This is an optimization exercise on Yosys and OpenROAD, whose aim is small area, a short achievable clock period and few clock cycles, not a production implementation. Function was checked by simulation only, so behaviour that the tests miss may differ from the original. Power and IR drop assume default switching activity.

==> flow/design.v <==
package softmax_pkg;
  localparam int LANE_WIDTH = 16;
  localparam int LANES = 4;
  localparam int ADDR_WIDTH = 3;
  localparam int DEPTH = 2 ** ADDR_WIDTH;
  localparam int MAX_ROWS = DEPTH - 1;
  localparam int DIFF_WIDTH = LANE_WIDTH + 1;
  localparam int SUM_WIDTH = DIFF_WIDTH + 5;
  typedef logic signed [LANE_WIDTH-1:0] lane_t;
  typedef logic [LANES*LANE_WIDTH-1:0] row_t;
  typedef logic signed [DIFF_WIDTH-1:0] diff_t;
  typedef logic [LANES*DIFF_WIDTH-1:0] diff_row_t;
  typedef logic [ADDR_WIDTH-1:0] addr_t;
  typedef logic signed [SUM_WIDTH-1:0] sum_t;
  localparam lane_t LANE_MIN = {1'b1, {(LANE_WIDTH-1){1'b0}}};
endpackage
`timescale 1ns/10ps
module row_buffer (
  input  logic               clk,
  input  logic               take,
  input  logic [softmax_pkg::MAX_ROWS-1:0] row_idx,
  input  softmax_pkg::row_t  wb_rdata,
  input  logic [softmax_pkg::LANES-1:0] advance,
  input  logic [softmax_pkg::LANES*(softmax_pkg::MAX_ROWS-1)-1:0] rd_slot,
  output softmax_pkg::row_t  head
);
  localparam int LW = softmax_pkg::LANE_WIDTH;
  localparam int S = softmax_pkg::MAX_ROWS - 1;
  softmax_pkg::row_t mem [0:softmax_pkg::MAX_ROWS-2];
  softmax_pkg::row_t rd_data;
  always_ff @(posedge clk) begin
    for (int k = 0; k < softmax_pkg::MAX_ROWS-1; k++)
      if (take && row_idx[k+1]) mem[k] <= wb_rdata;
  end
  always_comb begin
    rd_data = '0;
    for (int i = 0; i < softmax_pkg::LANES; i++)
      for (int k = 0; k < S; k++)
        rd_data[i*LW +: LW] = rd_data[i*LW +: LW] | (mem[k][i*LW +: LW] & {LW{rd_slot[i*S+k]}});
  end
  always_ff @(posedge clk) begin
    for (int i = 0; i < softmax_pkg::LANES; i++) begin
      if (advance[i]) begin
        head[i*LW +: LW] <= rd_data[i*LW +: LW];
      end else if (take && row_idx[0]) begin
        head[i*LW +: LW] <= wb_rdata[i*LW +: LW];
      end
    end
  end
endmodule
`timescale 1ns/10ps
module row_fetch (
  input  logic               clk,
  input  logic               reset,
  input  logic               accept,
  input  softmax_pkg::addr_t start_addr,
  input  softmax_pkg::addr_t end_addr,
  input  logic               wb_ack,
  output logic               wb_cyc,
  output logic               wb_stb,
  output softmax_pkg::addr_t wb_adr,
  output logic               take,
  output logic               take_last,
  output logic [softmax_pkg::MAX_ROWS-1:0] row_idx
);
  softmax_pkg::addr_t end_r;
  softmax_pkg::addr_t next_adr;
  assign next_adr  = wb_adr + 1'b1;
  assign take      = wb_stb && wb_ack;
  assign take_last = take && (next_adr == end_r);
  assign wb_cyc    = wb_stb;
  always_ff @(posedge clk) begin
    if (reset) begin
      wb_stb <= 1'b0;
    end else if (accept) begin
      wb_stb <= (start_addr != end_addr);
    end else if (take_last) begin
      wb_stb <= 1'b0;
    end
  end
  always_ff @(posedge clk) begin
    if (accept) begin
      wb_adr  <= start_addr;
      end_r   <= end_addr;
      row_idx <= {{(softmax_pkg::MAX_ROWS-1){1'b0}}, 1'b1};
    end else if (take) begin
      wb_adr  <= next_adr;
      row_idx <= {row_idx[softmax_pkg::MAX_ROWS-2:0], 1'b0};
    end
  end
endmodule
`timescale 1ns/10ps
module lane_ge (
  input  softmax_pkg::lane_t a,
  input  softmax_pkg::lane_t b,
  output logic               ge
);
  localparam int W = softmax_pkg::LANE_WIDTH;
  localparam int L = ((W + 1 <= 16) ? 4 : (W + 1 <= 32) ? 5 : 6);
  logic [W-1:0] ua;
  logic [W-1:0] nb;
  logic [W:0] g [0:L];
  logic [W:0] p [0:L];
  assign ua = {~a[W-1], a[W-2:0]};
  assign nb = ~{~b[W-1], b[W-2:0]};
  assign g[0] = {ua & nb, 1'b1};
  assign p[0] = {ua | nb, 1'b0};
  for (genvar l = 0; l < L; l++) begin : g_lvl
    for (genvar i = 0; i <= W; i++) begin : g_bit
      if (((i >> l) & 1) == 1) begin : g_merge
        localparam int J = ((i >> l) << l) - 1;
        assign g[l+1][i] = g[l][i] | (p[l][i] & g[l][J]);
        assign p[l+1][i] = p[l][i] & p[l][J];
      end else begin : g_pass
        assign g[l+1][i] = g[l][i];
        assign p[l+1][i] = p[l][i];
      end
    end
  end
  assign ge = g[L][W];
endmodule
module max_tree (
  input  logic               clk,
  input  logic               reset,
  input  logic               clear_max,
  input  logic               row_valid,
  input  softmax_pkg::row_t  row_data,
  output softmax_pkg::lane_t max_value
);
  localparam int C = softmax_pkg::LANES + 1;
  softmax_pkg::lane_t cand [0:C-1];
  logic [C*C-1:0] ge;
  logic [C-1:0] win;
  softmax_pkg::lane_t best;
  assign cand[0] = max_value;
  for (genvar i = 0; i < softmax_pkg::LANES; i++) begin : g_lane
    assign cand[i+1] = row_data[i*softmax_pkg::LANE_WIDTH +: softmax_pkg::LANE_WIDTH];
  end
  for (genvar i = 0; i < C; i++) begin : g_i
    for (genvar j = 0; j < C; j++) begin : g_j
      if (j > i) begin : g_cmp
        lane_ge u_ge (.a(cand[i]), .b(cand[j]), .ge(ge[i*C+j]));
      end else begin : g_none
        assign ge[i*C+j] = 1'b0;
      end
    end
  end
  always_comb begin
    for (int i = 0; i < C; i++) begin
      win[i] = 1'b1;
      for (int j = 0; j < C; j++) begin
        if (j > i) win[i] = win[i] & ge[i*C+j];
        if (j < i) win[i] = win[i] & !ge[j*C+i];
      end
    end
    best = '0;
    for (int i = 0; i < C; i++)
      best = best | (cand[i] & {softmax_pkg::LANE_WIDTH{win[i]}});
  end
  always_ff @(posedge clk) begin
    if (reset || clear_max) begin
      max_value <= softmax_pkg::LANE_MIN;
    end else if (row_valid) begin
      max_value <= best;
    end
  end
endmodule
`timescale 1ns/10ps
module pfx_add #(
  parameter int W = 16
) (
  input  logic [W-1:0] a,
  input  logic [W-1:0] b,
  input  logic         cin,
  output logic [W-1:0] s
);
  localparam int L = ((W + 1 <= 16) ? 4 : (W + 1 <= 32) ? 5 : 6);
  logic [W:0] g [0:L];
  logic [W:0] p [0:L];
  logic [W-1:0] h;
  assign h = a ^ b;
  assign g[0] = {a & b, cin};
  assign p[0] = {h, 1'b0};
  for (genvar l = 0; l < L; l++) begin : g_lvl
    for (genvar i = 0; i <= W; i++) begin : g_bit
      if (((i >> l) & 1) == 1) begin : g_merge
        localparam int J = ((i >> l) << l) - 1;
        assign g[l+1][i] = g[l][i] | (p[l][i] & g[l][J]);
        assign p[l+1][i] = p[l][i] & p[l][J];
      end else begin : g_pass
        assign g[l+1][i] = g[l][i];
        assign p[l+1][i] = p[l][i];
      end
    end
  end
  assign s = h ^ g[L][W-1:0];
endmodule
module max_subtract (
  input  logic                   clk,
  input  softmax_pkg::lane_t     max_value,
  input  softmax_pkg::row_t      rd_data,
  output softmax_pkg::diff_row_t out_row
);
  localparam int LW = softmax_pkg::LANE_WIDTH;
  localparam int DW = softmax_pkg::DIFF_WIDTH;
  softmax_pkg::diff_row_t diff_next;
  for (genvar i = 0; i < softmax_pkg::LANES; i++) begin : g_lane
    pfx_add #(.W(DW)) u_sub (
      .a   ({rd_data[i*LW + LW-1], rd_data[i*LW +: LW]}),
      .b   (~{max_value[LW-1], max_value}),
      .cin (1'b1),
      .s   (diff_next[i*DW +: DW])
    );
  end
  always_ff @(posedge clk) begin
    out_row <= diff_next;
  end
endmodule
`timescale 1ns/10ps
module sum_tree (
  input  logic               clk,
  input  logic               reset,
  input  logic               clear_sum,
  input  logic               row_valid,
  input  softmax_pkg::row_t  row_data,
  input  logic               load_m0,
  input  logic               load_m1,
  input  softmax_pkg::lane_t max_value,
  output softmax_pkg::sum_t  sum
);
  localparam int W  = softmax_pkg::SUM_WIDTH;
  localparam int LW = softmax_pkg::LANE_WIDTH;
  localparam int PW = LW + 3;
  logic [PW-1:0] pair0, pair1;
  logic [PW-1:0] pair0_next, pair1_next;
  logic [PW-1:0] nmax4;
  logic          pc0, pc1;
  logic [W-1:0]  op_a, op_b, op_c;
  logic [W-1:0]  sum_next;
  assign nmax4 = ~{max_value[LW-1], max_value[LW-1], max_value[LW-1:0], 2'b00};
  assign pair0_next = {{3{row_data[LW-1]}}, row_data[0 +: LW]} +
                      {{3{row_data[2*LW-1]}}, row_data[LW +: LW]};
  assign pair1_next = {{3{row_data[3*LW-1]}}, row_data[2*LW +: LW]} +
                      {{3{row_data[4*LW-1]}}, row_data[3*LW +: LW]};
  always_ff @(posedge clk) begin
    if (reset) begin
      pair0 <= '0;
      pair1 <= '0;
      pc0   <= 1'b0;
      pc1   <= 1'b0;
    end else begin
      pc0 <= !row_valid && load_m0;
      pc1 <= !row_valid && load_m1;
      if (row_valid) begin
        pair0 <= pair0_next;
        pair1 <= pair1_next;
      end else begin
        pair0 <= load_m0 ? nmax4 : '0;
        pair1 <= load_m1 ? nmax4 : '0;
      end
    end
  end
  assign op_a = sum;
  assign op_b = {{(W-PW){pair0[PW-1]}}, pair0};
  assign op_c = {{(W-PW){pair1[PW-1]}}, pair1};
  assign sum_next = op_a + op_b + op_c + pc0 + pc1;
  always_ff @(posedge clk) begin
    if (reset || clear_sum) begin
      sum <= '0;
    end else begin
      sum <= sum_next;
    end
  end
endmodule
`timescale 1ns/10ps
module softmax_ctrl (
  input  logic               clk,
  input  logic               reset,
  input  logic               start,
  input  softmax_pkg::addr_t start_addr,
  input  softmax_pkg::addr_t end_addr,
  input  logic               take_last,
  output logic               accept,
  output logic               advance,
  output logic [softmax_pkg::LANES-1:0] advance_c,
  output logic [softmax_pkg::LANES*(softmax_pkg::MAX_ROWS-1)-1:0] rd_slot,
  output logic               load_m0,
  output logic               load_m1,
  output logic               out_valid,
  output logic               busy,
  output logic               done
);
  localparam int R = softmax_pkg::MAX_ROWS;
  softmax_pkg::addr_t len;
  softmax_pkg::addr_t len_r;
  softmax_pkg::addr_t rows_left;
  softmax_pkg::addr_t m_left;
  logic one_row;
  logic late_done;
  assign accept  = start && !busy;
  assign len     = end_addr - start_addr;
  assign load_m0 = (m_left != '0);
  assign load_m1 = (m_left[softmax_pkg::ADDR_WIDTH-1:1] != '0);
  always_ff @(posedge clk) begin
    if (reset) begin
      busy      <= 1'b0;
      done      <= 1'b0;
      advance   <= 1'b0;
      advance_c <= '0;
      out_valid <= 1'b0;
      m_left    <= '0;
      late_done <= 1'b0;
    end else begin
      done      <= 1'b0;
      late_done <= 1'b0;
      out_valid <= advance;
      if (late_done) begin
        busy <= 1'b0;
        done <= 1'b1;
      end
      if (accept) begin
        if (start_addr == end_addr) begin
          done <= 1'b1;
        end else begin
          busy <= 1'b1;
        end
      end
      if (take_last) begin
        advance   <= 1'b1;
        advance_c <= '1;
        m_left    <= len_r;
      end else begin
        if (advance && rows_left == '0) begin
          advance   <= 1'b0;
          advance_c <= '0;
          if (one_row) begin
            late_done <= 1'b1;
          end else begin
            busy <= 1'b0;
            done <= 1'b1;
          end
        end
        m_left <= load_m1 ? m_left - 2'd2 : '0;
      end
    end
  end
  always_ff @(posedge clk) begin
    if (accept) begin
      len_r   <= len;
      one_row <= (len == 3'd1);
    end
    if (take_last) begin
      rows_left <= len_r - 1'b1;
      rd_slot   <= {softmax_pkg::LANES{{(R-2){1'b0}}, 1'b1}};
    end else if (advance) begin
      rows_left <= rows_left - 1'b1;
      for (int i = 0; i < softmax_pkg::LANES; i++)
        rd_slot[i*(R-1) +: R-1] <= {rd_slot[i*(R-1) +: R-2], 1'b0};
    end
  end
endmodule
`timescale 1ns/10ps
module softmax_top (
  input  logic                   clk,
  input  logic                   reset,
  input  logic                   start,
  input  softmax_pkg::addr_t     start_addr,
  input  softmax_pkg::addr_t     end_addr,
  output logic                   wb_cyc,
  output logic                   wb_stb,
  output softmax_pkg::addr_t     wb_adr,
  input  softmax_pkg::row_t      wb_rdata,
  input  logic                   wb_ack,
  output logic                   out_valid,
  output softmax_pkg::diff_row_t out_row,
  output softmax_pkg::sum_t      sum,
  output logic                   busy,
  output logic                   done
);
  logic  accept;
  logic  take;
  logic  take_last;
  logic [softmax_pkg::MAX_ROWS-1:0] row_idx;
  logic  advance;
  logic [softmax_pkg::LANES-1:0] advance_c;
  logic [softmax_pkg::LANES*(softmax_pkg::MAX_ROWS-1)-1:0] rd_slot;
  logic  load_m0;
  logic  load_m1;
  softmax_pkg::row_t  head;
  softmax_pkg::lane_t max_value;
  softmax_ctrl u_ctrl (
    .clk        (clk),
    .reset      (reset),
    .start      (start),
    .start_addr (start_addr),
    .end_addr   (end_addr),
    .take_last  (take_last),
    .accept     (accept),
    .advance    (advance),
    .advance_c  (advance_c),
    .rd_slot    (rd_slot),
    .load_m0    (load_m0),
    .load_m1    (load_m1),
    .out_valid  (out_valid),
    .busy       (busy),
    .done       (done)
  );
  row_fetch u_fetch (
    .clk        (clk),
    .reset      (reset),
    .accept     (accept),
    .start_addr (start_addr),
    .end_addr   (end_addr),
    .wb_ack     (wb_ack),
    .wb_cyc     (wb_cyc),
    .wb_stb     (wb_stb),
    .wb_adr     (wb_adr),
    .take       (take),
    .take_last  (take_last),
    .row_idx    (row_idx)
  );
  row_buffer u_buffer (
    .clk      (clk),
    .take     (take),
    .row_idx  (row_idx),
    .wb_rdata (wb_rdata),
    .advance  (advance_c),
    .rd_slot  (rd_slot),
    .head     (head)
  );
  max_tree u_max (
    .clk       (clk),
    .reset     (reset),
    .clear_max (done),
    .row_valid (take),
    .row_data  (wb_rdata),
    .max_value (max_value)
  );
  max_subtract u_sub (
    .clk       (clk),
    .max_value (max_value),
    .rd_data   (head),
    .out_row   (out_row)
  );
  sum_tree u_sum (
    .clk       (clk),
    .reset     (reset),
    .clear_sum (accept),
    .row_valid (take),
    .row_data  (wb_rdata),
    .load_m0   (load_m0),
    .load_m1   (load_m1),
    .max_value (max_value),
    .sum       (sum)
  );
endmodule
==> flow/run.sh <==
#!/bin/bash
# synth_recipe.tcl (not shown) runs the flow's synth.tcl, then flattens the netlist and writes it again
# the make line also repeats each setting of config.mk as NAME=value (left out here)
make -C /OpenROAD-flow-scripts/flow DESIGN_CONFIG=/design/flow/config.mk WORK_HOME=/design/flow/orfs CLKGATE_MAP_FILE= SYNTH_SCRIPT=/design/flow/synth_recipe.tcl finish
==> flow/config.mk <==
export PLATFORM = sky130hd
export DESIGN_NAME = softmax_top
export DESIGN_NICKNAME = softmax_top
export VERILOG_FILES = /design/flow/design.v
export SDC_FILE = /design/flow/constraint.sdc
export NUM_CORES = 4
export LEC_CHECK = 0
export ABC_AREA = 1
export CAP_MARGIN = 20
export CORE_MARGIN = 2
export CORE_UTILIZATION = 55
export CTS_BUF_LIST = sky130_fd_sc_hd__clkbuf_8
export SETUP_SLACK_MARGIN = 2.5
export SLEW_MARGIN = 20
==> flow/constraint.sdc <==
create_clock -name core_clock -period 5.5 [get_ports {clk}]
set_input_delay 1.1000 -clock core_clock [delete_from_list [all_inputs] [get_ports {clk}]]
set_output_delay 1.1000 -clock core_clock [all_outputs]
set_load 0.01 [all_outputs]
==> results of run 1 <==
[Yosys cell counts (all sizes together)]
| master | instances |
|---|---|
| a211oi | 8 |
| a21boi | 5 |
| a21o | 4 |
| a21oi | 211 |
| a221oi | 65 |
| a22oi | 64 |
| a31o | 1 |
| a31oi | 8 |
| a41oi | 1 |
| and2 | 6 |
| and3 | 2 |
| buf | 28 |
| clkbuf | 64 |
| clkinv | 4 |
| dfxtp | 166 |
| edfxtp | 461 |
| fa | 46 |
| ha | 179 |
| inv | 272 |
| nand2 | 636 |
| nand3 | 187 |
| nand3b | 1 |
| nand4 | 38 |
| nor2 | 204 |
| nor3 | 12 |
| nor4 | 6 |
| o211ai | 2 |
| o21ai | 115 |
| o21bai | 6 |
| o22ai | 32 |
| o31ai | 9 |
| or2 | 12 |
| xnor2 | 27 |
| xor2 | 34 |
[how the worst min path moves through the flow]
stage / from / to / slack, ns / depth (start not counted)
after floorplan: u_fetch.row_idx[0] / u_fetch.row_idx[0] / 0.42 / 2
after global placement: u_fetch.row_idx[0] / u_fetch.row_idx[0] / 0.43 / 2
after detailed placement: u_fetch.row_idx[0] / u_fetch.row_idx[0] / 0.44 / 2
after CTS: u_fetch.row_idx[0] / u_fetch.row_idx[0] / 0.45 / 2
after global routing: u_fetch.row_idx[0] / u_fetch.row_idx[0] / 0.48 / 2
final: u_fetch.row_idx[0] / u_fetch.row_idx[0] / 0.45 / 2
[state kept, by name (all words and copies together) (netlist names), 3 cells and up]
signal	count
u_buffer.head	64
u_buffer.mem	384
u_ctrl.len_r	3
u_ctrl.m_left	3
u_ctrl.rd_slot	6
u_ctrl.rows_left	3
u_fetch.end_r	3
u_fetch.row_idx	7
u_fetch.wb_adr	3
u_max.max_value	16
u_sub.out_row	68
u_sum.pair0	18
u_sum.pair1	18
u_sum.sum	22
[cell families after synthesis]
group / count (synthesis)
xor+xnor: 61
compound gates: 531
fa+ha+maj: 225
flops: 627
buf+inv: 368
simple gates: 1104
[area by class of cell]
type                    count  area [sq um]  area share, %
well taps                 696           871           2.34
clock buffers             109          1500           4.03
clock inverters            77           583           1.57
inverters                 276          1140           3.07
repair buffers            386          3670           9.86
multi-input cells        1921         12200           32.9
flip-flops and latches    627         17200           46.2
diodes                      1          2.50        0.00672
[cells in the final DEF (no fill, tap or decap), drive strengths merged, types with 2 or more instances in the layout]
cell type      count
edfxtp           461
clkbuf           130
nor3              12
o21bai             6
clkinvlp          27
a21o               4
buf              213
a31oi              8
xor2              34
a211oi             8
inv              297
ha               179
clkinv            20
xnor2             27
dlymetal6s2s      12
a22oi             64
nand4             38
and3               2
o31ai              9
nor4               6
a21oi            211
o22ai             32
or2               12
clkdlybuf4s50    139
o211ai             2
o21ai            115
nand3            187
bufinv             9
nand2            636
nor2             204
fa                46
and2               6
a21boi             5
a221oi            65
dfxtp            166
[power groups by stage]
stage	Sequential (mW)	Clock, mW	Combinational [mW]
after floorplan	5.51	0	1.48
after global placement	5.64	0	2.50
after detailed placement	5.64	0	2.54
after CTS	5.54	4.19	2.64
after global routing	5.56	4.39	3.03
final	5.55	4.15	2.83
[routing by layer]
| layer | up-vias | share of wire [%] | GRT usage, % |
|---|---|---|---|
| met4 | 2 | 3.7 | 13.8 |
| li1 | 11000 | - | - |
| met5 | - | 0.013 | 0 |
| met3 | 205 | 8.9 | 5.93 |
| met1 | 11800 | 42 | 47.8 |
| met2 | 1329 | 46 | 53.5 |
[what timing repair did]
action,in CTS,in global routing
gates cloned,0,3
pin swaps,20,55
buffers inserted,41,91
setup endpoints to repair,89,59
resized for setup,118,181
[through the flow]
stage	hold slack [ns]	utilization (%)
2_1_floorplan	0.419	-
5_1_grt	0.477	68.9
3_5_place_dp	0.437	61.3
3_3_place_gp	0.433	61.3
4_1_cts	0.451	66.5
6_report	0.453	68.9
[worst max-delay path, stage by stage, from the launching register on]
cell and delay (ns):
dfxtp_4 0.37, fa_1 0.50, fa_2 0.43, fa_2 0.39, nand3_2 0.11, nand2_4 0.08
a21oi_4 0.16, o21ai_2 0.09, a21oi_2 0.18, o21bai_1 0.13, a21boi_1 0.20, o21ai_0 0.12
a21oi_1 0.16
==> summary.txt, run 1 <==
CTS Buffer Depth = 3
Worst setup margin = 2.54 ns
Int Pwr = 8.60 mW
Core Rows = 85
Synth Area in Adders = 10.5%
Sw Pwr = 3.93 mW
Setup Viol. Count Final = 0
Die H = 238 um
Class of the worst hold path = reg -> reg
Total gr overflow = 0
Clock slew at reported path FFs = 0.07 ns
Area leader, netlist = edfxtp_1
Fin Setup TNS = 0 ns
Leakage = 15.1 nW
Final instance count without filler cells = 4093
Drt wl/cell = 24.3 um
Latest clock arrival within the worst-skew pair = 0.72 ns
FF-to-FF Start = u_sum.pair0[0]
Yosys warnings = 15
Area after DPL = 0.0331 sq mm
Arr. time, crit path = 3.61 ns
Worst setup path start = u_sum.pair0[0]
Final HPWL DP = 67300 um
Chip width = 238 um
Avg Vias per Cell = 5.94
First-pass GRT wire length = 144000 um
Starting Density = 55.9%
Final #Nets = 3610
Gr usage total = 34.3%
Initial antenna violation count = 2
Sw Ratio = 31.4%
Least-Margin Pin Slew = 1.05 ns
Filler cells = 4092
CP endpoint = u_sum.sum[18]
Buffers on Ports = 171
Final Hold Viols = 0
PwrDens = 337 mW/mm^2
FF+latch count, synth = 627
Drc violations = 0
Yosys cell types = 49
Synth Cell Area = 0.0302 sq mm
Syn Inst Count = 2916
Pre-CTS WS = 1.12 ns
CTS sink cnt = 627
Post-synth top area share = 45.8%
Maximum clock frequency = 0.338 GHz
Vias in the first global route = 23500
Worst setup SP type = register
CTS root buf = clkbuf_8
R2R Setup Slk = 2.54 ns
DIE AREA = 0.0568 sq mm
Min cycle time layout = 2.96 ns
Max transition margin = 29.9%
Max cap viols = 0
Ports = 172
Synth Area in Compound Gates = 10.9%
Worst setup EP type = register
Tot Pwr = 12.5 mW
GP Congestion = 0.994
CTS tree = yes
Cells on worst reg2reg path = 12
Clk pwr share = 33.1%
Skew final = 0.0276 ns
CP Max Fanout = 3
Post-synthesis mux area share = 0%
Status = finished clean
R2r endpoint = u_sum.sum[18]
Initial DRC Count = 2314
H-tree depth = 3
Placed Cells = 3770
CTS hold repair buffers = 0
Peak supply drop = 313 uV
CTS Buf Count = 99
Cell area after layout = 0.0372 sq mm
Critical path class = reg -> reg
Part of the cycle the worst path needs = 53.8%
Pin count of the biggest net entering global routing = 83
Synth Area in Simple Gates = 15.3%
Combinational family with the most area after synthesis = simple AND/OR/NAND/NOR gates
Area Growth Syn to Fin = 23.2%
Share of layout cells above drive strength 1 = 17.5%
Post-DRT Antenna Nets = 0
Post-synthesis sequential area ratio = 56.8%
DR pass1 iterations = 6
Drt total wl = 99400 um
Post-Syn Nets = 3215
Comb pwr share = 22.6%
Syn_area_per_cell = 10.4 sq um
Routed vias = 24300
Sequential share of power = 44.3%
XOR/XNOR Fraction of Synth Area = 1.77%
Area contributors post-synth = edfxtp_1 46%, dfxtp_1 11%, nand2_1 7.8%
Fin. max-slew vios = 0
Unrepaired setup endpoints after global routing = yes
WP data required = 6.15 ns
Core area = 0.0540 sq mm
Testbench counts, summed over its fixed seeds: cycles 20,322.
==> run 2, diff against run 1 <==
==> flow/flow/run.sh (new file) <==
#!/bin/bash
# The standard layout, with two changes to how it is made:
#  - ports are buffered with plain buffers (sky130_fd_sc_hd__buf_4) instead of
#    the delay cells buffer_ports picks by default;
#  - the resizer may change a cell's footprint when it sizes it.
# Synthesis is the standard one (standard.sh runs it unchanged).
set -euo pipefail
cd "$(dirname "$0")/.."
bash standard.sh \
  MATCH_CELL_FOOTPRINT=0 \
  "BUFFER_PORTS_ARGS=-buffer_cell sky130_fd_sc_hd__buf_4" \
  finish > flow_make.log 2>&1
==> flow/standard.sh (new file) <==
#!/bin/bash
# synth_recipe.tcl (not shown) runs the flow's synth.tcl, then flattens the netlist and writes it again
# the make line also repeats each setting of config.mk as NAME=value (left out here)
make -C /OpenROAD-flow-scripts/flow DESIGN_CONFIG=/design/flow/config.mk WORK_HOME=/design/flow/orfs CLKGATE_MAP_FILE= SYNTH_SCRIPT=/design/flow/synth_recipe.tcl "${@:-finish}"
--- a/flow/config.mk
+++ b/flow/config.mk
@@ -10,5 +10,5 @@
 export CORE_MARGIN = 2
 export CORE_UTILIZATION = 55
 export CTS_BUF_LIST = sky130_fd_sc_hd__clkbuf_8
-export SETUP_SLACK_MARGIN = 2.5
+export SETUP_SLACK_MARGIN = 3.0
 export SLEW_MARGIN = 20
removed: flow/run.sh
==> summary.txt, run 2 <==
Status = finished clean
Total gr overflow = 0
Setup Viol. Count Final = 0
Least-Margin Pin Slew = 1.13 ns
CTS sink cnt = 627
Max transition margin = 24.4%
DR pass1 iterations = 6
CP endpoint = u_sum.sum[18]
Class of the worst hold path = reg -> reg
GP Congestion = 0.974
Leakage = 15.2 nW
Worst setup EP type = register
Unrepaired setup endpoints after global routing = yes
Final instance count without filler cells = 4088
Drt wl/cell = 24.7 um
Die H = 238 um
Post-Syn Nets = 3215
Final HPWL DP = 65200 um
Most common cell in the netlist = nand2_1
Share of layout cells above drive strength 1 = 26.0%
Starting Density = 55.9%
Maximum clock frequency = 0.347 GHz
Cells on worst reg2reg path = 12
Post-synth EDFFs = 461
H-tree depth = 3
PwrDens = 330 mW/mm^2
Number of flip-flops in the largest register = 384
Placed Cells = 3714
Post-synthesis sequential area ratio = 56.8%
Skew final = 0.0638 ns
Buffers on Ports = 171
Post-DRT Antenna Nets = 0
R2R Setup Slk = 2.62 ns
Initial DRC Count = 2426
FF+latch count, synth = 627
Post-synth top area share = 45.8%
Peak supply drop = 403 uV
Pin count of the biggest net entering global routing = 82
CTS root buf = clkbuf_8
Syn Inst Count = 2916
Avg Vias per Cell = 6.01
Drc violations = 0
Area leader, netlist = edfxtp_1
First-pass GRT wire length = 145000 um
Top flop regs = u_buffer.mem: 384 flops, u_sub.out_row: 68 flops, u_buffer.head: 64 flops
Async set-or-reset flop fraction in the synthesized netlist = 0%
Clock slew at reported path FFs = 0.06 ns
Final Hold Viols = 0
Max cap viols = 0
Commonest cells post-synth = 630 x nand2_1, 461 x edfxtp_1, 241 x inv_1, 201 x nor2_1, 198 x a21oi_1
CTS Buffer Depth = 3
DIE AREA = 0.0568 sq mm
Commonest non-fill, non-tap cell in the layout = nand2_1
Latest clock arrival within the worst-skew pair = 0.75 ns
Arr. time, crit path = 3.53 ns
Final #Nets = 3606
Initial antenna violation count = 2
Fin. max-slew vios = 0
Critical path class = reg -> reg
Yosys warnings = 15
CTS Buf Count = 101
Most frequent cells in the layout = 590 x nand2_1, 461 x edfxtp_1, 292 x buf_4, 236 x inv_1, 175 x nand3_1
Drt total wl = 101000 um
CTS tree = yes
CP Max Fanout = 2
Gr usage total = 34.7%
Core area = 0.0540 sq mm
Fin Setup TNS = 0 ns
WP data required = 6.15 ns
Worst setup SP type = register
Routed vias = 24600
Area contributors post-synth = edfxtp_1 46%, dfxtp_1 11%, nand2_1 7.8%
Ports = 172
Syn_area_per_cell = 10.4 sq um
R2r endpoint = u_sum.sum[18]
Part of the cycle the worst path needs = 52.4%
Area Growth Syn to Fin = 25.1%
FF-to-FF Start = u_sum.pair0[0]
Pre-CTS WS = 1.74 ns
Chip width = 238 um
Worst setup margin = 2.62 ns
Vias in the first global route = 23500
Most flop-heavy register = u_buffer.mem
Min cycle time layout = 2.88 ns
Yosys cell types = 49
Top FF cell, synth = edfxtp_1
Fin Hold WS = 0.470 ns
Core Rows = 85
Worst setup path start = u_sum.pair0[0]
Synth Cell Area = 0.0302 sq mm
## run 2: cell types whose count changed in the layout (fill, tap and decap cells not counted), sizes merged, moves of 10 or more
cell,delta
buf,+162
clkbuf,-18
clkdlybuf4s50,-139
clkinv,+14
clkinvlp,+10
dlymetal6s2s,-12
inv,-19
## run 2: layout make-up
class	count	area, sq um
antenna	3	7.51
clock buffer	109	1500
clock inverter	76	472
fill	4008	16200
inverter	276	1220
multi-input combinational	1921	13000
sequential	627	17200
tap	696	871
timing repair buffer	378	3460
timing repair inverter	2	10.0
## run 2: cells by family after synthesis
kind of cell / synth area share (%)
fa+ha+maj: 10.5
buf+inv: 4.78
xor+xnor: 1.77
flops: 56.8
compound gates: 10.9
simple gates: 15.3
## run 2: worst min-delay path by stage
stage / cells past startpoint / from / end
6_report: 2 / u_fetch.row_idx[0] / u_fetch.row_idx[0]
2_1_floorplan: 2 / u_fetch.row_idx[0] / u_fetch.row_idx[0]
5_1_grt: 2 / u_fetch.row_idx[0] / u_fetch.row_idx[0]
4_1_cts: 2 / u_fetch.row_idx[0] / u_fetch.row_idx[0]
3_3_place_gp: 2 / u_fetch.row_idx[0] / u_fetch.row_idx[0]
3_5_place_dp: 2 / u_fetch.row_idx[0] / u_fetch.row_idx[0]
## run 2: through the flow
step	power (mW)	util, %	area, sq um
floorplan	7.03	-	30600
global placement	8.15	60.1	32500
detailed placement	8.18	60.2	32500
CTS	12.3	66.6	36000
global route	12.9	70.0	37800
finish	12.5	70.0	37800
## run 2: what timing repair did
item,CTS,global route
gates resized for setup,165,271
hold buffers,0,0
pin swaps,67,108
endpoints found under the hold margin,0,0
cloned,0,6
setup endpoints to repair,113,92
buffers inserted,94,85
## run 2: layer usage
| layer | vias up | routed length, um | share of wire [%] | track usage (%) |
|---|---|---|---|---|
| met5 | - | 0 | 0 | 0 |
| met4 | 0 | 3460 | 3.4 | 11.8 |
| met3 | 242 | 9140 | 9.1 | 6.58 |
| met2 | 1277 | 46900 | 46 | 54.8 |
| met1 | 12100 | 41300 | 41 | 48.4 |
| li1 | 11000 | - | - | - |
## run 2: critical path, stage by stage (launching register included)
cell and delay, ns:
dfxtp_2 0.34, fa_1 0.50, fa_2 0.38, fa_2 0.37
nand3_2 0.10, nand2_2 0.08, a21oi_2 0.17, o21ai_2 0.09
a21oi_2 0.21, o21bai_1 0.14, a21boi_1 0.21, o21ai_1 0.08
a21oi_1 0.11
## run 2: power by group
part           internal [mW]  total, mW  switching, mW
logic                   1.09       2.95           1.85
clock network           2.07       3.96           1.89
registers               5.29       5.58          0.290
==> run 3, diff against run 2 <==
--- a/flow/design.v
+++ b/flow/design.v
@@ -125,7 +125,8 @@
   input  logic               clear_max,
   input  logic               row_valid,
   input  softmax_pkg::row_t  row_data,
-  output softmax_pkg::lane_t max_value
+  output softmax_pkg::lane_t max_value,
+  output softmax_pkg::lane_t max_inv
 );
   localparam int C = softmax_pkg::LANES + 1;
   softmax_pkg::lane_t cand [0:C-1];
@@ -160,14 +161,17 @@
   always_ff @(posedge clk) begin
     if (reset || clear_max) begin
       max_value <= softmax_pkg::LANE_MIN;
+      max_inv   <= ~softmax_pkg::LANE_MIN;
     end else if (row_valid) begin
       max_value <= best;
+      max_inv   <= ~best;
     end
   end
 endmodule
 `timescale 1ns/10ps
 module pfx_add #(
-  parameter int W = 16
+  parameter int W = 16,
+  parameter int KS = 0
 ) (
   input  logic [W-1:0] a,
   input  logic [W-1:0] b,
@@ -183,10 +187,14 @@
   assign p[0] = {h, 1'b0};
   for (genvar l = 0; l < L; l++) begin : g_lvl
     for (genvar i = 0; i <= W; i++) begin : g_bit
-      if (((i >> l) & 1) == 1) begin : g_merge
+      if (KS == 0 && ((i >> l) & 1) == 1) begin : g_merge
         localparam int J = ((i >> l) << l) - 1;
         assign g[l+1][i] = g[l][i] | (p[l][i] & g[l][J]);
         assign p[l+1][i] = p[l][i] & p[l][J];
+      end else if (KS == 1 && i >= (1 << l)) begin : g_ks
+        localparam int J = i - (1 << l);
+        assign g[l+1][i] = g[l][i] | (p[l][i] & g[l][J]);
+        assign p[l+1][i] = p[l][i] & p[l][J];
       end else begin : g_pass
         assign g[l+1][i] = g[l][i];
         assign p[l+1][i] = p[l][i];
@@ -197,7 +205,7 @@
 endmodule
 module max_subtract (
   input  logic                   clk,
-  input  softmax_pkg::lane_t     max_value,
+  input  softmax_pkg::lane_t     max_inv,
   input  softmax_pkg::row_t      rd_data,
   output softmax_pkg::diff_row_t out_row
 );
@@ -205,9 +213,9 @@
   localparam int DW = softmax_pkg::DIFF_WIDTH;
   softmax_pkg::diff_row_t diff_next;
   for (genvar i = 0; i < softmax_pkg::LANES; i++) begin : g_lane
-    pfx_add #(.W(DW)) u_sub (
+    pfx_add #(.W(DW), .KS(1)) u_sub (
       .a   ({rd_data[i*LW + LW-1], rd_data[i*LW +: LW]}),
-      .b   (~{max_value[LW-1], max_value}),
+      .b   ({max_inv[LW-1], max_inv}),
       .cin (1'b1),
       .s   (diff_next[i*DW +: DW])
     );
@@ -225,7 +233,7 @@
   input  softmax_pkg::row_t  row_data,
   input  logic               load_m0,
   input  logic               load_m1,
-  input  softmax_pkg::lane_t max_value,
+  input  softmax_pkg::lane_t max_inv,
   output softmax_pkg::sum_t  sum
 );
   localparam int W  = softmax_pkg::SUM_WIDTH;
@@ -237,7 +245,9 @@
   logic          pc0, pc1;
   logic [W-1:0]  op_a, op_b, op_c;
   logic [W-1:0]  sum_next;
-  assign nmax4 = ~{max_value[LW-1], max_value[LW-1], max_value[LW-1:0], 2'b00};
+  logic [W-1:0]  t_s;
+  logic [W:0]    t_c;
+  assign nmax4 = {max_inv[LW-1], max_inv[LW-1], max_inv[LW-1:0], 2'b11};
   assign pair0_next = {{3{row_data[LW-1]}}, row_data[0 +: LW]} +
                       {{3{row_data[2*LW-1]}}, row_data[LW +: LW]};
   assign pair1_next = {{3{row_data[3*LW-1]}}, row_data[2*LW +: LW]} +
@@ -263,7 +273,9 @@
   assign op_a = sum;
   assign op_b = {{(W-PW){pair0[PW-1]}}, pair0};
   assign op_c = {{(W-PW){pair1[PW-1]}}, pair1};
-  assign sum_next = op_a + op_b + op_c + pc0 + pc1;
+  assign t_s = op_a ^ op_b ^ op_c;
+  assign t_c = {((op_a & op_b) | (op_a & op_c) | (op_b & op_c)), pc0};
+  pfx_add #(.W(W), .KS(1)) u_acc (.a(t_s), .b(t_c[W-1:0]), .cin(pc1), .s(sum_next));
   always_ff @(posedge clk) begin
     if (reset || clear_sum) begin
       sum <= '0;
@@ -388,6 +400,7 @@
   logic  load_m1;
   softmax_pkg::row_t  head;
   softmax_pkg::lane_t max_value;
+  softmax_pkg::lane_t max_inv;
   softmax_ctrl u_ctrl (
     .clk        (clk),
     .reset      (reset),
@@ -434,11 +447,12 @@
     .clear_max (done),
     .row_valid (take),
     .row_data  (wb_rdata),
-    .max_value (max_value)
+    .max_value (max_value),
+    .max_inv  (max_inv)
   );
   max_subtract u_sub (
     .clk       (clk),
-    .max_value (max_value),
+    .max_inv   (max_inv),
     .rd_data   (head),
     .out_row   (out_row)
   );
@@ -450,7 +464,7 @@
     .row_data  (wb_rdata),
     .load_m0   (load_m0),
     .load_m1   (load_m1),
-    .max_value (max_value),
+    .max_inv   (max_inv),
     .sum       (sum)
   );
 endmodule
==> summary.txt, run 3 <==
Share of layout cells above drive strength 1 = 24.0%
Tot Pwr = 13.4 mW
Final Hold Viols = 0
Critical path class = in -> reg
Ports = 172
Worst Hold End = u_ctrl.m_left[0]
Post-DRT Antenna Nets = 0
Drt total wl = 111000 um
Filler cells = 4231
WHS Path Cells = 2
DIE AREA = 0.0592 sq mm
Chip width = 243 um
CTS root buf = clkbuf_8
CTS Buf Count = 102
Met1 wire length = 44200 um
Core Rows = 87
Buffers on Ports = 171
Routed vias = 26400
Area contributors post-synth = edfxtp_1 44%, dfxtp_1 12%, nand2_1 9.1%
Pin count of the biggest net entering global routing = 65
Fin Setup TNS = 0 ns
Avg Vias per Cell = 6.06
Yosys cell types = 56
R2R Setup Slk = 2.92 ns
Metal2 WL = 49600 um
Status = finished clean
CP Max Fanout = 7
Startpoint of the worst hold path = u_ctrl.m_left[0]
Worst setup EP type = register
Post-synth top area share = 44.0%
Met3 routed WL = 12300 um
Drt wl/cell = 25.5 um
Syn_area_per_cell = 9.88 sq um
Highest Signal Layer = met5
Sequential cell area = 0.0175 sq mm
Worst setup SP type = input port
Multi-input logic area = 0.0141 sq mm
CTS Buffer Depth = 3
Die H = 243 um
Setup Viol. Count Final = 0
Commonest non-fill, non-tap cell in the layout = nand2_1
Least-Margin Pin Slew = 1.10 ns
Core area = 0.0565 sq mm
Skew final = 0.0500 ns
Top FF cell, synth = edfxtp_1
Maximum clock frequency = 0.379 GHz
DR pass1 iterations = 5
Slowest-stage cell, CP = fa_2
Max transition margin = 26.5%
Peak supply drop = 300 uV
Commonest cells post-synth = 765 x nand2_1, 461 x edfxtp_1, 263 x a21oi_1, 229 x inv_1, 223 x nand3_1
Min cycle time layout = 2.64 ns
Unrepaired setup endpoints after global routing = yes
First-pass GRT wire length = 159000 um
Class of the worst hold path = reg -> reg
Initial antenna violation count = 15
Arr. time, crit path = 3.21 ns
CTS tree = yes
Yosys warnings = 18
Most common cell in the netlist = nand2_1
Final #Nets = 3800
Total gr overflow = 0
FF-to-FF Start = u_sum.pair1[5]
Number of flip-flops in the largest register = 384
R2r endpoint = u_sum.sum[15]
Max cap viols = 0
CTS sink cnt = 643
Async set-or-reset flop fraction in the synthesized netlist = 0%
H-tree depth = 3
Starting Density = 55.7%
Drc violations = 0
Top flop regs = u_buffer.mem: 384 flops, u_sub.out_row: 68 flops, u_buffer.head: 64 flops
Most flop-heavy register = u_buffer.mem
Gr usage total = 36.4%
Initial DRC Count = 3244
Cell mode on critical path = nand2_1
WP data required = 6.07 ns
Part of the cycle the worst path needs = 48.0%
Final HPWL DP = 76500 um
Fin. max-slew vios = 0
CP max stage delay = 0.40 ns
Leakage = 15.7 nW
FF+latch count, synth = 643
CTS hold repair buffers = 0
Synth Cell Area = 0.0315 sq mm
Most frequent cells in the layout = 708 x nand2_1, 461 x edfxtp_1, 247 x buf_4, 227 x a21oi_1, 224 x inv_1
Post-Syn Nets = 3472
Post-synth EDFFs = 461
Cells on worst reg2reg path = 11
GP Congestion = 1.03
Area Growth Syn to Fin = 23.5%
CP cell instances = buf_12, ha_4, inv_2, fa_2, nor2_2, nand2_1, nand2_1, nand2_2, a21oi_2, nand2_1, nand2_2, nand2_2, nand2_2, nand2_1, nand2_2, nand2_1, nand2_1, a21oi_1, o21ai_1, nand2_1
Vias in the first global route = 24500
Area leader, netlist = edfxtp_1
Clock slew at reported path FFs = 0.06 ns
Post-synthesis sequential area ratio = 55.5%
Syn Inst Count = 3186
PwrDens = 345 mW/mm^2
Latest clock arrival within the worst-skew pair = 0.72 ns
## run 3: cell count changes after synthesis, moves of 9 or more
| cell | previous run | this run |
|---|---|---|
| a21oi_1 | 198 | 263 |
| dfxtp_1 | 166 | 182 |
| fa_1 | 46 | 25 |
| inv_1 | 241 | 229 |
| nand2_1 | 630 | 765 |
| nand3_1 | 187 | 223 |
| nand4_1 | 37 | 22 |
| nor2_1 | 201 | 212 |
| nor2_2 | 0 | 9 |
| o21ai_0 | 80 | 106 |
| o21ai_1 | 32 | 16 |
| o22ai_1 | 32 | 12 |
| xor2_1 | 34 | 55 |
## run 3: how the worst max path moves through the flow
| stage | from | cells after the start | slack [ns] | endpoint |
|---|---|---|---|---|
| 2_1_floorplan | wb_rdata[32] | 13 | 2.57 | u_sum.pair1[12] |
| 3_3_place_gp | wb_rdata[41] | 12 | 1.82 | u_max.max_value[1] |
| 3_5_place_dp | wb_rdata[41] | 12 | 1.84 | u_max.max_value[12] |
| 4_1_cts | wb_rdata[32] | 14 | 2.88 | u_sum.pair1[12] |
| 5_1_grt | wb_rdata[0] | 20 | 2.78 | u_sum.pair0[14] |
| 6_report | wb_rdata[16] | 20 | 2.86 | u_sum.pair0[14] |
## run 3: cells by family after synthesis
logic type               Yosys count  synth area share (%)
AO/OA/AOI/OAI                    594                  11.4
XOR/XNOR                          75                  2.09
adder cells (fa/ha/maj)          212                  9.02
buffers and inverters            363                  4.61
flip-flops                       643                  55.5
AND/OR/NAND/NOR                 1299                  17.4
## run 3: critical path: cells and delay by family
family / cells / cell delay, ns
buffers and inverters: 2 / 0.14
AO/OA/AOI/OAI: 3 / 0.31
adder cells (fa/ha/maj): 2 / 0.53
AND/OR/NAND/NOR: 13 / 1.10
## run 3: repair_timing
item,4_1_cts,5_1_grt
buffers inserted,54,70
gates cloned,2,5
setup endpoints to repair,226,165
hold endpoints to repair,0,0
resized for setup,155,299
pin swaps,53,119
## run 3: stage by stage
stage / cell area [sq um] / hold WS [ns] / cells / util [%] / worst slack, ns
finish: 38900 / 0.481 / 4353 / 68.8 / 2.86
global route: 38900 / 0.512 / 4351 / 68.8 / 2.78
CTS: 37000 / 0.469 / 4274 / 65.5 / 2.88
detailed placement: 33700 / 0.458 / 4035 / 59.7 / 1.84
global placement: 33700 / 0.429 / 4035 / 59.7 / 1.82
floorplan: 31800 / 0.419 / 3186 / - / 2.57
## run 3: layout make-up
class	count	area share (%)
multi-input combinational	2183	36.3
timing repair buffer	319	7.81
clock buffer	119	4.21
clock inverter	64	1.25
sequential	643	45.1
timing repair inverter	1	0.0161
antenna	4	0.0257
inverter	264	2.83
tap	756	2.43
## run 3: routing by layer
metal	up-vias	GRT usage (%)
met3	311	7.34
li1	11800	-
met2	1605	55.3
met4	6	15.7
met1	12700	50.9
met5	-	0
## run 3: report_power, final
part           switching, mW  leakage (nW)  internal, mW
logic                   2.08          8.89          1.21
registers              0.433          5.67          5.47
clock network           1.93          1.19          2.30
total                   4.44          15.7          8.98
Testbench counts of run 3, summed over its fixed seeds: cycles 20,322.
==> run 4, diff against run 3 <==
--- a/flow/design.v
+++ b/flow/design.v
@@ -248,10 +248,18 @@
   logic [W-1:0]  t_s;
   logic [W:0]    t_c;
   assign nmax4 = {max_inv[LW-1], max_inv[LW-1], max_inv[LW-1:0], 2'b11};
-  assign pair0_next = {{3{row_data[LW-1]}}, row_data[0 +: LW]} +
-                      {{3{row_data[2*LW-1]}}, row_data[LW +: LW]};
-  assign pair1_next = {{3{row_data[3*LW-1]}}, row_data[2*LW +: LW]} +
-                      {{3{row_data[4*LW-1]}}, row_data[3*LW +: LW]};
+  pfx_add #(.W(PW), .KS(1)) u_pair0 (
+    .a   ({{3{row_data[LW-1]}}, row_data[0 +: LW]}),
+    .b   ({{3{row_data[2*LW-1]}}, row_data[LW +: LW]}),
+    .cin (1'b0),
+    .s   (pair0_next)
+  );
+  pfx_add #(.W(PW), .KS(1)) u_pair1 (
+    .a   ({{3{row_data[3*LW-1]}}, row_data[2*LW +: LW]}),
+    .b   ({{3{row_data[4*LW-1]}}, row_data[3*LW +: LW]}),
+    .cin (1'b0),
+    .s   (pair1_next)
+  );
   always_ff @(posedge clk) begin
     if (reset) begin
       pair0 <= '0;
==> summary.txt, run 4 <==
Sw Ratio = 32.9%
Starting Density = 55.9%
Area contributors post-synth = edfxtp_1 44%, dfxtp_1 12%, nand2_1 9.5%
Area Growth Syn to Fin = 22.0%
Post-synthesis sequential area ratio = 55.4%
Fin Setup TNS = 0 ns
Maximum clock frequency = 0.380 GHz
First-pass GRT wire length = 154000 um
Routed vias = 26200
Post-synth top area share = 43.7%
Int Pwr = 8.68 mW
Core Util, Final = 68.2%
Drt total wl = 107000 um
Sequential share of power = 45.5%
Pin count of the biggest net entering global routing = 65
Yosys warnings = 21
DIE AREA = 0.0595 sq mm
Most frequent cells in the layout = 742 x nand2_1, 461 x edfxtp_1, 250 x inv_1, 236 x buf_4, 221 x a21oi_1
Syn Inst Count = 3238
Core area = 0.0566 sq mm
Class of the worst hold path = reg -> reg
Min cycle time layout = 2.63 ns
Peak supply drop = 296 uV
Post-synth EDFFs = 461
Most flop-heavy register = u_buffer.mem
Part of the cycle the worst path needs = 47.9%
Commonest non-fill, non-tap cell in the layout = nand2_1
Number of flip-flops in the largest register = 384
Clock slew at reported path FFs = 0.07 ns
Area leader, netlist = edfxtp_1
Die H = 244 um
Fin. max-slew vios = 0
Commonest cells post-synth = 799 x nand2_1, 461 x edfxtp_1, 270 x a21oi_1, 267 x inv_1, 223 x nor2_1
Max cap viols = 0
Setup Viol. Count Final = 0
Initial antenna violation count = 10
Drc violations = 0
Status = finished clean
Drt wl/cell = 24.4 um
Worst setup SP type = register
Post-DRT Antenna Nets = 0
CTS sink cnt = 645
DR pass1 iterations = 5
Initial DRC Count = 2728
Worst setup EP type = register
Ports = 172
Clk pwr share = 30.9%
Top flop regs = u_buffer.mem: 384 flops, u_sub.out_row: 68 flops, u_buffer.head: 64 flops
Top FF cell, synth = edfxtp_1
CTS Buffer Depth = 3
CTS root buf = clkbuf_8
Async set-or-reset flop fraction in the synthesized netlist = 0%
Leakage = 15.7 nW
Final Hold Viols = 0
CTS Buf Count = 102
Final #Nets = 3845
Least-Margin Pin Slew = 1.06 ns
Total gr overflow = 0
PwrDens = 335 mW/mm^2
Share of layout cells above drive strength 1 = 23.1%
Latest clock arrival within the worst-skew pair = 0.73 ns
H-tree depth = 3
GP Congestion = 1.00
CTS tree = yes
Syn_area_per_cell = 9.78 sq um
Final HPWL DP = 74100 um
Vias in the first global route = 24500
Avg Vias per Cell = 5.95
Arr. time, crit path = 3.02 ns
Worst setup margin = 2.87 ns
Sw Pwr = 4.25 mW
Max transition margin = 29.4%
CP Max Fanout = 31
Chip width = 244 um
Gr usage total = 35.1%
Core Rows = 87
WP data required = 5.89 ns
CTS hold repair buffers = 0
Yosys cell types = 47
Synth Cell Area = 0.0317 sq mm
Fin Hold WS = 0.474 ns
Comb pwr share = 23.6%
Unrepaired setup endpoints after global routing = yes
Buffers on Ports = 171
Skew final = 0.0406 ns
Most common cell in the netlist = nand2_1
Post-Syn Nets = 3524
Critical path class = reg -> reg
FF+latch count, synth = 645
Pre-CTS WS = 1.66 ns
[run 4: changes by cell type after synthesis, sizes merged, moves of 4 or more]
| cell | before | now |
|---|---|---|
| a21boi | 5 | 1 |
| a21o | 8 | 12 |
| a21oi | 270 | 275 |
| a221oi | 64 | 68 |
| inv | 262 | 284 |
| nand2 | 771 | 802 |
| nand3 | 230 | 216 |
| nand4 | 26 | 33 |
| nor2 | 224 | 236 |
| o21ai | 125 | 131 |
| o22ai | 12 | 6 |
| or2 | 15 | 11 |
[run 4: per-layer routing]
layer / GRT usage [%] / up-vias / wire, um
li1: - / 11900 / -
met1: 46.0 / 12500 / 42300
met2: 55.2 / 1435 / 48700
met3: 8.90 / 338 / 10800
met4: 15.3 / 10 / 5410
met5: 0 / - / 74
[run 4: power by group through the flow]
stage          sequential, mW  combinational, mW  clock (mW)
2_1_floorplan            5.73               1.71           0
3_3_place_gp             5.98               2.67           0
3_5_place_dp             5.97               2.71           0
4_1_cts                  5.87               2.82        4.03
5_1_grt                  5.90               3.28        4.24
6_report                 5.88               3.05        4.00
[run 4: area by class of cell]
class	instances	area, sq um
clock buffer	111	1530
clock inverter	77	467
fill	4336	18000
antenna	3	7.51
multi-input combinational	2212	14000
timing repair buffer	311	2900
sequential	645	17600
timing repair inverter	1	11.3
inverter	286	1190
tap	756	946
[run 4: metrics by stage]
| stage | std cells | instance area, sq um | total power [mW] |
|---|---|---|---|
| 2_1_floorplan | 3238 | 32100 | 7.44 |
| 3_3_place_gp | 4094 | 34000 | 8.65 |
| 3_5_place_dp | 4094 | 34000 | 8.68 |
| 4_1_cts | 4326 | 37000 | 12.7 |
| 5_1_grt | 4400 | 38600 | 13.4 |
| 6_report | 4402 | 38600 | 12.9 |
[run 4: final timing paths]
path,cells after the start,slack (ns),endpoint,start
setup / recovery,5,2.87,u_buffer.head[27],u_ctrl.rd_slot[19]
hold / removal,2,0.47,u_fetch.row_idx[0],u_fetch.row_idx[0]
setup reg to reg,5,2.87,u_buffer.head[27],u_ctrl.rd_slot[19]
hold reg to reg,2,0.47,u_fetch.row_idx[0],u_fetch.row_idx[0]
[run 4: critical path, stage by stage (launching register included)]
cell and delay (ns):
dfxtp_2 0.74, buf_4 0.51, nand2_1 0.11, nand3_1 0.10
a221oi_1 0.05, a22oi_1 0.74
[run 4: what timing repair did]
action,CTS,global route
hold endpoints to repair,0,0
setup buffers,43,65
pin swaps,56,103
cloned,1,5
gates resized for setup,122,291
setup endpoints to repair,293,85
[run 4: cells by family (layout without fill, tap and decap cells)]
kind of cell    Yosys count  after routing  synth area share (%)
compound gates          591            591                  11.2
other cells               0              3                     0
flops                   645            645                  55.4
simple gates           1330           1331                  17.6
buf+inv                 382            786                  4.74
xor+xnor                 78             78                  2.16
fa+ha+maj               212            212                  8.97
Testbench counts of run 4, summed over its fixed seeds: cycles 20,322.
==> run 5, diff against run 4 <==
--- a/flow/config.mk
+++ b/flow/config.mk
@@ -10,5 +10,5 @@
 export CORE_MARGIN = 2
 export CORE_UTILIZATION = 55
 export CTS_BUF_LIST = sky130_fd_sc_hd__clkbuf_8
-export SETUP_SLACK_MARGIN = 3.0
+export SETUP_SLACK_MARGIN = 2.6
 export SLEW_MARGIN = 20
==> summary.txt, run 5 <==
Share of layout cells above drive strength 1 = 13.2%
Status = finished clean
Final HPWL DP = 74700 um
WHS Path Cells = 2
Leakage = 15.1 nW
Initial DRC Count = 2988
Fin Hold WS = 0.455 ns
First-pass GRT wire length = 152000 um
Post-synth EDFFs = 461
Cell area after layout = 0.0364 sq mm
Commonest cells post-synth = 799 x nand2_1, 461 x edfxtp_1, 270 x a21oi_1, 267 x inv_1, 223 x nor2_1
Top flop regs = u_buffer.mem: 384 flops, u_sub.out_row: 68 flops, u_buffer.head: 64 flops
Pin count of the biggest net entering global routing = 76
Yosys warnings = 21
WP data required = 6.08 ns
Top FF cell, synth = edfxtp_1
Vias in the first global route = 24200
GP Congestion = 0.991
Startpoint of the worst hold path = u_fetch.row_idx[0]
Critical path class = reg -> reg
Avg Vias per Cell = 5.92
Multi-input logic area = 0.0128 sq mm
Gr usage total = 34.5%
FF-to-FF Start = u_sum.pair0[3]
Least-Margin Pin Slew = 0.989 ns
Unrepaired setup endpoints after global routing = no
CTS hold repair buffers = 0
FF+latch count, synth = 645
Placed Cells = 4091
Post-DRT Antenna Nets = 0
Worst setup SP type = register
Pre-CTS WS = 1.52 ns
Area contributors post-synth = edfxtp_1 44%, dfxtp_1 12%, nand2_1 9.5%
Buffers on Ports = 171
CP bufs+invs = 0
Routed vias = 25500
Peak supply drop = 416 uV
CTS sink cnt = 645
Post-synthesis sequential area ratio = 55.4%
Tot Pwr = 13.1 mW
H-tree depth = 3
Drc violations = 0
Yosys cell types = 47
Area after DPL = 0.0337 sq mm
Starting Density = 55.9%
Core area = 0.0566 sq mm
Crit-path leading delay family = compound AO/OA/AOI/OAI gates
Most flop-heavy register = u_buffer.mem
Post-synth top area share = 43.7%
Core Util, Final = 64.2%
Fin. max-slew vios = 0
Cell mode on critical path = a21oi_1
Sequential cell area = 0.0175 sq mm
CTS root buf = clkbuf_8
Final #Nets = 3746
CP cell instances = fa_1, ha_1, a21oi_1, o21ai_2, a21oi_1, o21ai_1, nand3b_1, o211ai_1, a21oi_2, or2_2, a21oi_1
PwrDens = 360 mW/mm^2
Final Hold Viols = 0
Min cycle time layout = 2.80 ns
Latest clock arrival within the worst-skew pair = 0.74 ns
CP max stage delay = 0.46 ns
CTS Buf Count = 103
Post-Syn Nets = 3524
Arr. time, crit path = 3.37 ns
Die H = 244 um
Worst Hold End = u_fetch.row_idx[0]
Ports = 172
Number of flip-flops in the largest register = 384
Area Growth Syn to Fin = 14.9%
CTS Buffer Depth = 3
Max transition margin = 34.1%
Initial antenna violation count = 9
Class of the worst hold path = reg -> reg
Worst setup margin = 2.70 ns
R2r endpoint = u_sum.sum[16]
DR pass1 iterations = 6
Fin Setup TNS = 0 ns
Syn Inst Count = 3238
Cells on worst reg2reg path = 11
Final instance count without filler cells = 4306
DIE AREA = 0.0595 sq mm
Skew final = 0.0531 ns
Chip width = 244 um
Commonest non-fill, non-tap cell in the layout = nand2_1
CP Max Fanout = 5
Synth Cell Area = 0.0317 sq mm
Drt wl/cell = 24.0 um
Setup Viol. Count Final = 0
Filler cells = 4630
CTS tree = yes
Total gr overflow = 0
Maximum clock frequency = 0.357 GHz
Slowest-stage cell, CP = fa_1
Worst setup EP type = register
Clock slew at reported path FFs = 0.06 ns
Drt total wl = 103000 um
Core Rows = 87
Part of the cycle the worst path needs = 50.9%
Syn_area_per_cell = 9.78 sq um
Most frequent cells in the layout = 795 x nand2_1, 461 x edfxtp_1, 295 x inv_1, 264 x a21oi_1, 214 x nor2_1
R2R Setup Slk = 2.70 ns
Async set-or-reset flop fraction in the synthesized netlist = 0%
Max cap viols = 0
Area leader, netlist = edfxtp_1
Most common cell in the netlist = nand2_1
-- run 5: tightest hold or removal path, stage by stage, from the launching register on --
cell and delay, ns:
dfxtp_1 0.32, nand2_1 0.06, nand2_1 0.05
-- run 5: cells by family (layout without fill, tap and decap cells) --
| kind of cell | Yosys count | in the layout | share of synthesized area [%] |
|---|---|---|---|
| buffers and inverters | 382 | 692 | 4.74 |
| adder cells (fa/ha/maj) | 212 | 212 | 8.97 |
| XOR/XNOR | 78 | 78 | 2.16 |
| AO/OA/AOI/OAI | 591 | 591 | 11.2 |
| AND/OR/NAND/NOR | 1330 | 1330 | 17.6 |
| flip-flops | 645 | 645 | 55.4 |
| other | 0 | 2 | 0 |
-- run 5: power by group --
part / switching [mW] / internal [mW]
Combinational: 1.89 / 0.982
Clock: 1.96 / 2.47
Sequential: 0.301 / 5.47
Total: 4.15 / 8.92
-- run 5: how the worst max path moves through the flow --
stage	cells after the start	slack, ns	endpoint	startpoint
after floorplan	16	2.60	u_sum.pair1[14]	wb_rdata[33]
after global placement	14	1.60	u_max.max_value[15]	wb_rdata[36]
after detailed placement	14	1.52	u_max.max_value[15]	wb_rdata[36]
after CTS	13	2.61	u_sub.out_row[67]	u_max.max_inv[0]
after global routing	16	2.55	u_max.max_value[12]	wb_rdata[37]
final	11	2.70	u_sum.sum[16]	u_sum.pair0[3]
-- run 5: timing repair --
| action | CTS | global route |
|---|---|---|
| setup buffers | 2 | 18 |
| pin swaps | 1 | 5 |
| setup endpoints to repair | 35 | 60 |
| gates cloned | 0 | 0 |
| resized for setup | 8 | 31 |
-- run 5: final cells by class --
cell class,count,share of cell area (%)
Antenna cell,2,0.0138
Clock buffer,122,4.62
Timing Repair Buffer,213,4.68
Tap cell,756,2.60
Sequential cell,645,48.2
Multi-Input combinational cell,2211,35.2
Inverter,286,3.02
Clock inverter,71,1.64
-- run 5: per-layer routing --
| metal | vias up | GRT usage (%) | share of wire [%] |
|---|---|---|---|
| li1 | 11700 | - | - |
| met1 | 12300 | 49.5 | 42 |
| met2 | 1338 | 51.9 | 44 |
| met3 | 186 | 7.98 | 11 |
| met4 | 0 | 11.3 | 3.2 |
| met5 | - | 0 | 0 |
==> run 6, diff against run 5 <==
--- a/flow/config.mk
+++ b/flow/config.mk
@@ -10,5 +10,6 @@
 export CORE_MARGIN = 2
 export CORE_UTILIZATION = 55
 export CTS_BUF_LIST = sky130_fd_sc_hd__clkbuf_8
-export SETUP_SLACK_MARGIN = 2.6
+export PLACE_DENSITY = 0.75
+export SETUP_SLACK_MARGIN = 2.8
 export SLEW_MARGIN = 20
==> summary.txt, run 6 <==
Min cycle time layout = 2.73 ns
Skew final = 0.0228 ns
Part of the cycle the worst path needs = 49.7%
Leakage = 15.3 nW
Sw Ratio = 33.1%
Worst setup SP type = register
Area leader, netlist = edfxtp_1
Post-synth top area share = 43.7%
Async set-or-reset flop fraction in the synthesized netlist = 0%
Most common cell in the netlist = nand2_1
Critical path class = reg -> reg
Final #Nets = 3788
Top flop regs = u_buffer.mem: 384 flops, u_sub.out_row: 68 flops, u_buffer.head: 64 flops
Comb pwr share = 23.6%
Synth Area in Adders = 8.97%
Number of flip-flops in the largest register = 384
Fin Hold WS = 0.456 ns
Syn Inst Count = 3238
Area after DPL = 0.0339 sq mm
Most flop-heavy register = u_buffer.mem
Worst setup EP type = register
Met2 Resource Use GR = 55.7%
Buffers on Ports = 171
Drt wl/cell = 25.2 um
Int Pwr = 8.65 mW
Commonest non-fill, non-tap cell in the layout = nand2_1
CTS Buf Count = 104
Crit-path leading delay family = compound AO/OA/AOI/OAI gates
Combinational family with the most area after synthesis = simple AND/OR/NAND/NOR gates
Cells on worst reg2reg path = 5
Worst setup path start = u_ctrl.rd_slot[20]
Commonest cells post-synth = 799 x nand2_1, 461 x edfxtp_1, 270 x a21oi_1, 267 x inv_1, 223 x nor2_1
Post-synthesis mux area share = 0%
Vias in the first global route = 25100
CP endpoint = u_buffer.head[41]
Status = finished clean
Max cap viols = 0
CP Depth = 5
Most frequent cells in the layout = 787 x nand2_1, 461 x edfxtp_1, 284 x inv_1, 255 x a21oi_1, 215 x buf_4
Maximum clock frequency = 0.366 GHz
CTS sink cnt = 645
Syn_area_per_cell = 9.78 sq um
Clk pwr share = 31.7%
Initial DRC Count = 3113
Slowest-stage cell, CP = a221oi_1
Clock slew at reported path FFs = 0.06 ns
GR Util met1 = 49.8%
Synth Area in Compound Gates = 11.2%
Final HPWL DP = 76800 um
CP bufs+invs = 1
Starting Density = 55.9%
Pin count of the biggest net entering global routing = 66
CTS root buf = clkbuf_8
Share of layout cells above drive strength 1 = 16.1%
Gr usage total = 36.2%
Post-DRT Antenna Nets = 0
Class of the worst hold path = reg -> reg
Fin Setup TNS = 0 ns
Routed vias = 26200
Post-Syn Nets = 3524
Total gr overflow = 0
Startpoint of the worst hold path = u_fetch.row_idx[0]
R2R Setup Slk = 2.77 ns
Fin. max-slew vios = 0
Cell area after layout = 0.0371 sq mm
GR met3 Demand/Resource = 7.76%
Tot Pwr = 12.9 mW
CTS Buffer Depth = 3
First-pass GRT wire length = 158000 um
DR pass1 iterations = 6
Peak supply drop = 406 uV
Arr. time, crit path = 3.08 ns
Ports = 172
Core Rows = 87
Least-Margin Pin Slew = 1.05 ns
Yosys cell types = 47
Die H = 244 um
Post-synthesis sequential area ratio = 55.4%
Top FF cell, synth = edfxtp_1
Setup Viol. Count Final = 0
FF+latch count, synth = 645
GR peak layer = met2
Drt total wl = 109000 um
XOR/XNOR Fraction of Synth Area = 2.16%
Post-synth EDFFs = 461
CP Max Fanout = 24
FF-to-FF Start = u_ctrl.rd_slot[20]
PwrDens = 349 mW/mm^2
Latest clock arrival within the worst-skew pair = 0.74 ns
DIE AREA = 0.0595 sq mm
Final Hold Viols = 0
CP max stage delay = 0.82 ns
Area contributors post-synth = edfxtp_1 44%, dfxtp_1 12%, nand2_1 9.5%
GP Congestion = 1.01
Initial antenna violation count = 19
Yosys warnings = 21
Synth Cell Area = 0.0317 sq mm
Max transition margin = 30.2%
Avg Vias per Cell = 6.03
CTS tree = yes
Filler cells = 4404
R2r endpoint = u_buffer.head[41]
Chip width = 244 um
WP data required = 5.85 ns
H-tree depth = 3
Sw Pwr = 4.29 mW
Drc violations = 0
Core area = 0.0566 sq mm
Sequential share of power = 44.7%
Unrepaired setup endpoints after global routing = yes
Synth Area in Simple Gates = 17.6%
Area Growth Syn to Fin = 17.3%
CP cell instances = buf_4, nand2_1, nand3_1, a221oi_1, a22oi_1
==> run 6: cell counts after synthesis <==
No cell type changed its count.
==> run 6: stage by stage <==
stage | std cells | setup slack, ns | utilization, %
finish | 4349 | 2.77 | 65.6
global route | 4347 | 2.70 | 65.6
CTS | 4304 | 2.77 | 63.9
floorplan | 3238 | 2.69 | -
global placement | 4096 | 1.67 | 59.8
detailed placement | 4096 | 1.72 | 59.8
==> run 6: cell type report <==
class | instances | area (sq um) | share of cell area (%)
Antenna cell | 3 | 7.51 | 0.0202
Clock buffer | 112 | 1540 | 4.15
Clock inverter | 82 | 509 | 1.37
Inverter | 286 | 1150 | 3.09
Multi-Input combinational cell | 2212 | 13200 | 35.6
Sequential cell | 645 | 17600 | 47.3
Tap cell | 756 | 946 | 2.55
Timing Repair Buffer | 252 | 2190 | 5.90
Timing Repair inverter | 1 | 6.26 | 0.0169
==> run 6: worst min-delay path, stage by stage (launching register included) <==
cell	delay (ns)
dfxtp_1	0.31
nand2_1	0.06
nand2_1	0.04
==> run 6: per-layer routing <==
metal / wire [um] / up-vias
li1: - / 11700
met1: 43700 / 12600
met2: 49100 / 1600
met3: 11900 / 283
met4: 4640 / 6
met5: 37 / -
==> run 6: power by group through the flow <==
stage | registers (mW) | logic (mW) | clock network [mW]
floorplan | 5.73 | 1.69 | 0
global placement | 5.88 | 2.81 | 0
detailed placement | 5.88 | 2.83 | 0
CTS | 5.78 | 2.88 | 4.14
global route | 5.80 | 3.27 | 4.34
finish | 5.79 | 3.05 | 4.10
==> run 6: worst min-delay path by stage <==
stage	end	slack, ns	cells after the start
floorplan	u_fetch.row_idx[0]	0.42	2
global placement	u_fetch.row_idx[0]	0.43	2
detailed placement	u_fetch.row_idx[0]	0.44	2
CTS	u_fetch.row_idx[0]	0.46	2
global route	u_fetch.row_idx[0]	0.47	2
finish	u_fetch.row_idx[0]	0.46	2
==> run 6: cells by family (layout without fill, tap and decap cells) <==
kind of cell,after synthesis,count (layout)
other,0,3
AOI/OAI and AO/OA,591,591
buffers and inverters,382,733
DFF,645,645
xor gates and xnor gates,78,78
adders and majority gates,212,212
and+or+nand+nor,1330,1331
==> run 6: repair_timing <==
| item | in CTS | in global routing |
|---|---|---|
| pin swaps | 7 | 38 |
| resized for setup | 26 | 129 |
| setup endpoints to repair | 63 | 82 |
| endpoints found under the hold margin | 0 | 0 |
| setup buffers | 13 | 37 |
| gates cloned | 1 | 2 |
| hold buffers | 0 | 0 |

-- separate check: timing with driven ports --
How much do the figures lean on ideal ports? The routed layouts below were timed once more, with nothing changed but the port constraints.
Step 1: set_driving_cell puts a clkbuf_16 on clk and a buf_2 on each other input, an assumption about the parent block.
Step 2 adds t to the input delays and takes it off the output delays; t is the mean of the earliest and latest rising clock arrival at the registers after step 1. Input paths then give back, and output paths get back, about the clock's delay inside the block.
Three values: ideal, step 1, step 2; two values: the first two.
| run | t (ns) | setup WS [ns] | worst setup path at the end | slew at the worst register clock pin (ns) | worst slew at a driven data input, ns |
|---|---|---|---|---|---|
| run 1 | 0.764 | 2.540 / 2.540 / 1.815 | input to register | 0.07 / 0.07 | 0.07 |
| run 2 | 0.776 | 2.620 / 2.620 / 2.186 | input to register | 0.07 / 0.07 | 0.10 |
| run 3 | 0.765 | 2.859 / 2.854 / 2.089 | input to register | 0.07 / 0.07 | 0.15 |
| run 4 | 0.769 | 2.867 / 2.867 / 2.152 | input to register | 0.07 / 0.07 | 0.16 |
| run 5 | 0.774 | 2.703 / 2.703 / 1.932 | input to register | 0.07 / 0.07 | 0.08 |
| run 6 | 0.786 | 2.767 / 2.767 / 2.047 | input to register | 0.08 / 0.08 | 0.09 |
After both steps every run listed still meets setup and hold. For run 5, which loses most, drivers alone change the setup slack by 0.000 ns; drivers and shift together by -0.771 ns.
